From an optimization exercise on the open Yosys and OpenROAD flow, aimed at small area, a short achievable clock period and few clock cycles; shortcuts taken in it are not production practice. The RTL was checked by simulation tests, not by an equivalence proof against the original design. Power figures rest on the tool's default switching activity, not on a simulated workload.

==> flow/design.v (excerpt) <==
module wallace_mult_apb (
  input  wire        clk,
  input  wire        rst_n,
  input  wire        psel,
  input  wire        penable,
  input  wire        pwrite,
  input  wire [7:0]  paddr,
  input  wire [31:0] pwdata,
  output wire [31:0] prdata,
  output wire        pready,
  output wire        pslverr
);
  logic [15:0] op_a;
  logic [15:0] op_b;
  logic [17:0] op_a3;      
  logic [31:0] prod;       
  logic        ph1;        
  logic        ph2;        
  logic        ph3;        
  logic        acc_en;     
  logic        done;
  logic        a_ok;       
  logic        b_ok;       
  logic [1:0]  dig1;
  logic [1:0]  dig2;
  logic [1:0]  dig3;
  logic        we_a;       
  logic        we_b;       
  logic        rd_a;       
  logic        rd_b;       
  logic        sel_stat;
  logic        sel_prod;   
  logic        rd_prod;    
  logic        err_q;
  logic        start_setup;
  logic        pass0;
  logic        busy;
  logic        done_d;
  logic        a_ok_d;
  logic        b_ok_d;
  assign start_setup = psel & ~penable & pwrite &
                       (paddr == wallace_mult_pkg::ADDR_CTRL) &
                       pwdata[wallace_mult_pkg::CTRL_START_BIT];
  assign busy = ph2 | ph3;
  assign pass0 = start_setup & ~busy;
  ...
Size: roughly 870 cells after synthesis, ~100 flip-flops, roughly 79 I/O pins, roughly 6700 um^2 of cells after synthesis.
clock: 5.0 ns
lec_check: 0
abc_area: 1
cap_margin: 20
core_margin: 2
core_utilization: 55
cts_buf_list: sky130_fd_sc_hd__clkbuf_8
place_density: 0.75
setup_slack_margin: 2.2
slew_margin: 20
standard.sh (not shown) runs the stock make flow with config.mk's settings and CLKGATE_MAP_FILE= SYNTH_SCRIPT=/design/flow/synth_recipe.tcl, a recipe that flattens the netlist after the stock synthesis.
==> flow/flow/run.sh <==
#!/bin/bash
# The standard layout, with two changes:
#  - plain buffers (buf_2) instead of the default delay cells as the buffers
#    on the input and output ports;
#  - clock tree synthesis without dummy loads on the clock tree's leaves.
set -e
export BUFFER_PORTS_ARGS="-buffer_cell sky130_fd_sc_hd__buf_2"
export CTS_ARGS="-sink_clustering_enable -repair_clock_nets -buf_list sky130_fd_sc_hd__clkbuf_8 -dont_use_dummy_load"
bash standard.sh > standard.log 2>&1
Testbench counts at the start, summed over its fixed seeds: cycles 21,608.
Edit:
CORE_UTILIZATION = 50   (was 55)
PLACE_DENSITY = default   (was 0.75)
The changed run ran to the end with no violations.
Total power climbs by 1.0%.
Design area climbs by 0.42%.
Area after synthesis stays the same.
Utilization drops by 5.6 points.
Count of clock-buffer cells in the layout does not change.
Clock skew climbs by 0.0065 ns.
Routed wire length climbs by 9.7%.
Non-clock buffer count drops by 1.
Edit:
CORE_UTILIZATION = 55   (was 50)
What happened: The changed run finished clean; combinational power barely changes; routed wire length is lower by a few percent; power drops slightly; final cell count falls by a few percent; non-clock buffer count goes up by 1; count of clock-buffer cells in the layout does not change; worst hold slack improved by 0.0064 ns; final area falls slightly; setup slack gains 0.029 ns; die area fell by a little under a tenth; flip-flop and latch count does not change.
Edit:
==> flow/flow/run.sh (replaced) <==
#!/bin/bash
# The standard layout, with plain buffers (buf_2) instead of the default
# delay cells as the buffers on the input and output ports.
set -e
export BUFFER_PORTS_ARGS="-buffer_cell sky130_fd_sc_hd__buf_2"
bash standard.sh > standard.log 2>&1
CORE_UTILIZATION = 45   (was 55)
SETUP_SLACK_MARGIN = 2.1   (was 2.2)
The changed run completed with no timing, DRC or antenna violations. Hold slack stays flat. Synthesized area is unchanged. Wire length is about the same. Power is higher by about 8%. Setup slack gets worse by 0.050 ns. Via count is lower by 3.0%. Design area is higher by 1.0%. Sequential share of layout area is lower by 0.40 points. Combinational power barely changes. Count of clock-buffer cells in the layout does not change. Flip-flop and latch count stays the same.
Edit:
CORE_UTILIZATION = 65   (was 45)
Result:
- design area decreases by 1.7%
- via count increases by 5.4%
- cell count decreases by 4.9%
- worst hold slack is better by 0.0059 ns
- worst setup slack is worse by 0.10 ns
- power is about the same
- clock skew barely changes
- critical path depth decreases by 1

========
wallace_mult_apb again, from the RTL that the note above started with.
Settings: LEC_CHECK=0, ABC_AREA=1, CAP_MARGIN=20, CORE_MARGIN=2, CORE_UTILIZATION=55, CTS_BUF_LIST=sky130_fd_sc_hd__clkbuf_8, SETUP_SLACK_MARGIN=2.2, SLEW_MARGIN=20; clock period 5.0 ns.
==> flow/flow/run.sh <==
#!/bin/bash
# The standard layout, with plain buffers (buf_2) instead of the default
# delay cells as the buffers on the input and output ports.
set -e
export BUFFER_PORTS_ARGS="-buffer_cell sky130_fd_sc_hd__buf_2"
bash standard.sh > standard.log 2>&1
The starting point completed with no timing, DRC or antenna violations.
Testbench counts at the start, summed over its fixed seeds: cycles 21,608.
Rerun with:
==> flow/flow/run.sh (replaced) <==
#!/bin/bash
# The standard layout, with two changes:
#  - plain buffers (buf_2) instead of the default delay cells as the buffers
#    on the input and output ports;
#  - clock tree synthesis without dummy loads on the clock tree's leaves.
set -e
export BUFFER_PORTS_ARGS="-buffer_cell sky130_fd_sc_hd__buf_2"
export CTS_ARGS="-sink_clustering_enable -repair_clock_nets -buf_list sky130_fd_sc_hd__clkbuf_8 -dont_use_dummy_load"
bash standard.sh > standard.log 2>&1
Settings changed: SETUP_SLACK_MARGIN 2.2 to 2.4.
Synthesized cell count does not change.
Clock skew went up by 0.029 ns.
Routed wire length climbs by 3.2%.
Cell area increases by 4.8%.
Die area does not change.
Rerun with:
==> flow/flow/run.sh (replaced) <==
#!/bin/bash
# The standard layout, with plain buffers (buf_2) instead of the default
# delay cells as the buffers on the input and output ports.
set -e
export BUFFER_PORTS_ARGS="-buffer_cell sky130_fd_sc_hd__buf_2"
bash standard.sh > standard.log 2>&1
Settings changed: CTS_BUF_LIST sky130_fd_sc_hd__clkbuf_8 to not set, SETUP_SLACK_MARGIN 2.4 to 2.0.
Result: The changed run produced a clean layout; sequential share of layout area goes up by 1.3 points; count of clock-buffer cells in the layout increases by 1; area after synthesis is unchanged; cell area drops by 4.5%; first-iteration DRC count shrinks by 3.7%; worst hold slack barely changes; wire length drops by 3.6%; flip-flop and latch count does not change; total power goes up by 19%; setup slack gets worse by 0.17 ns.
Rerun with:
==> flow/flow/run.sh (replaced) <==
#!/bin/bash
# The standard layout, with two changes:
#  - plain buffers (buf_2) instead of the default delay cells as the buffers
#    on the input and output ports;
#  - clock tree synthesis without dummy loads on the clock tree's leaves.
set -e
export BUFFER_PORTS_ARGS="-buffer_cell sky130_fd_sc_hd__buf_2"
export CTS_ARGS="-sink_clustering_enable -repair_clock_nets -buf_list sky130_fd_sc_hd__clkbuf_8 -dont_use_dummy_load"
bash standard.sh > standard.log 2>&1
Settings changed: CORE_UTILIZATION 55 to 60, CTS_BUF_LIST set to sky130_fd_sc_hd__clkbuf_8, SETUP_SLACK_MARGIN 2.0 to 2.2.
- The changed run produced a clean layout
- register-to-register slack hardly moves
- die area went down by 8.0%
- clock power went down by 39%
- via count went up by 3.2%
- power went down by 16%
- critical path depth went up by 1
- worst setup slack improves by 0.0056 ns
- final area went down by 0.60%
- worst hold slack is about the same
- combinational power is about the same

========
pepper:
Another version of the RTL of wallace_mult_apb (not shown whole).
Size in the first run: roughly 520 cells after synthesis, ~6000 um2 of cells after synthesis.
==> flow/config.mk <==
export PLATFORM = sky130hd
export DESIGN_NAME = wallace_mult_apb
export DESIGN_NICKNAME = wallace_mult_apb
export VERILOG_FILES = /design/flow/design.v
export SDC_FILE = /design/flow/constraint.sdc
export NUM_CORES = 4
export LEC_CHECK = 0
export CAP_MARGIN = 20
export CELL_PAD_IN_SITES_DETAIL_PLACEMENT = 1
export CELL_PAD_IN_SITES_GLOBAL_PLACEMENT = 2
export CORE_MARGIN = 2
export CORE_UTILIZATION = 45
export SETUP_SLACK_MARGIN = 1.0
export SLEW_MARGIN = 20
==> flow/constraint.sdc <==
create_clock -name core_clock -period 5.0 [get_ports {clk}]
set_input_delay 1.0000 -clock core_clock [delete_from_list [all_inputs] [get_ports {clk}]]
set_output_delay 1.0000 -clock core_clock [all_outputs]
set_load 0.01 [all_outputs]
==> flow/flow/run.sh <==
#!/bin/bash
# The standard layout, with plain buffers (buf_2) instead of the default
# delay cells as the buffers on the input and output ports.
set -e
export BUFFER_PORTS_ARGS="-buffer_cell sky130_fd_sc_hd__buf_2"
bash standard.sh > standard.log 2>&1
pepper went all the way through the flow, and no timing, DRC or antenna check failed.
Testbench counts of pepper, summed over its fixed seeds: cycles 21,608.
Relative to pepper, the following input files were edited for yarrow:
# pepper
export LEC_CHECK = 0
export CAP_MARGIN = 20
export CELL_PAD_IN_SITES_DETAIL_PLACEMENT = 1
export CELL_PAD_IN_SITES_GLOBAL_PLACEMENT = 2
export CORE_MARGIN = 2
export CORE_UTILIZATION = 45
export SETUP_SLACK_MARGIN = 1.0
export SLEW_MARGIN = 20
create_clock -name core_clock -period 5.0 [get_ports {clk}]
# yarrow
export LEC_CHECK = 0
export ABC_AREA = 1
export CAP_MARGIN = 20
export CORE_MARGIN = 2
export CORE_UTILIZATION = 55
export SETUP_SLACK_MARGIN = 2.8
export SLEW_MARGIN = 20
create_clock -name core_clock -period 5.0 [get_ports {clk}]
Notes after the runs:
Comparing yarrow and pepper, the lower power drawn by the sequential cells was measured on yarrow. Relative to pepper, synthesized cell count increased by 293 in yarrow. yarrow finished all stages; the layout is clean. Clock network fraction of total power is higher on pepper. yarrow has area taken by multi-input logic gates above what pepper had. Post-route minimum period: yarrow and pepper compared, higher one is pepper. pepper → yarrow: cell area after layout increased 34%; detailed-route via count increased 1755.
[inputs] maple vs yarrow
# yarrow
export LEC_CHECK = 0
export ABC_AREA = 1
export CAP_MARGIN = 20
export CORE_MARGIN = 2
export CORE_UTILIZATION = 55
export SETUP_SLACK_MARGIN = 2.8
export SLEW_MARGIN = 20
create_clock -name core_clock -period 5.0 [get_ports {clk}]
# maple
export LEC_CHECK = 0
export CAP_MARGIN = 20
export CELL_PAD_IN_SITES_DETAIL_PLACEMENT = 1
export CELL_PAD_IN_SITES_GLOBAL_PLACEMENT = 2
export CORE_MARGIN = 2
export CORE_UTILIZATION = 55
export SETUP_SLACK_MARGIN = 1.5
export SLEW_MARGIN = 20
create_clock -name core_clock -period 5.0 [get_ports {clk}]
- Cmp maple vs yarrow: placed standard-cell area lower in maple
- maple ended up with a higher post-synthesis compound-gate area fraction than yarrow did.
- On number of vias in the routed layout: between yarrow and maple, it ends up lower for maple.

==> separate check: timing with driven ports <==
The flow's constraints put no driver on any port. The routed layouts listed below were extracted and timed again, unchanged, in two steps. Step 1: set_driving_cell puts a clkbuf_16 on clk and a buf_2 on each other input, an assumption about the parent block. Step 2 also shifts input and output timing later by t, the mid clock arrival at the registers, as if the neighbouring blocks saw the same clock. Three values: ideal ports, drivers, drivers and shift; two values: the first two.
| run | shift t [ns] | setup WS [ns] | worst setup path after step 2 |
|---|---|---|---|
| the first run of note 1 | 0.403 | 2.330 / 2.330 / 2.058 | input to register |
| the second run of note 1 | 0.415 | 2.303 / 2.303 / 1.925 | input to register |
| the third run of note 1 | 0.406 | 2.331 / 2.331 / 1.974 | input to register |
| the fourth run of note 1 | 0.422 | 2.282 / 2.282 / 2.041 | input to register |
| the fifth run of note 1 | 0.409 | 2.181 / 2.181 / 2.066 | input to register |
| the first run of note 2 | 0.423 | 2.277 / 2.277 / 1.993 | input to register |
| the second run of note 2 | 0.406 | 2.407 / 2.407 / 2.148 | input to register |
| the third run of note 2 | 0.390 | 2.235 / 2.235 / 1.995 | input to register |
| the fourth run of note 2 | 0.392 | 2.240 / 2.240 / 2.014 | input to register |
| pepper | 0.396 | 1.343 / 1.343 / 1.343 | register to register |
| yarrow | 0.394 | 2.367 / 2.367 / 2.339 | input to register |
| maple | 0.400 | 1.606 / 1.606 / 1.606 | register to register |
After both steps setup and hold are still met in every run listed. For the second run of note 1, which loses most, drivers alone change the setup slack by 0.000 ns; drivers and shift together by -0.378 ns.
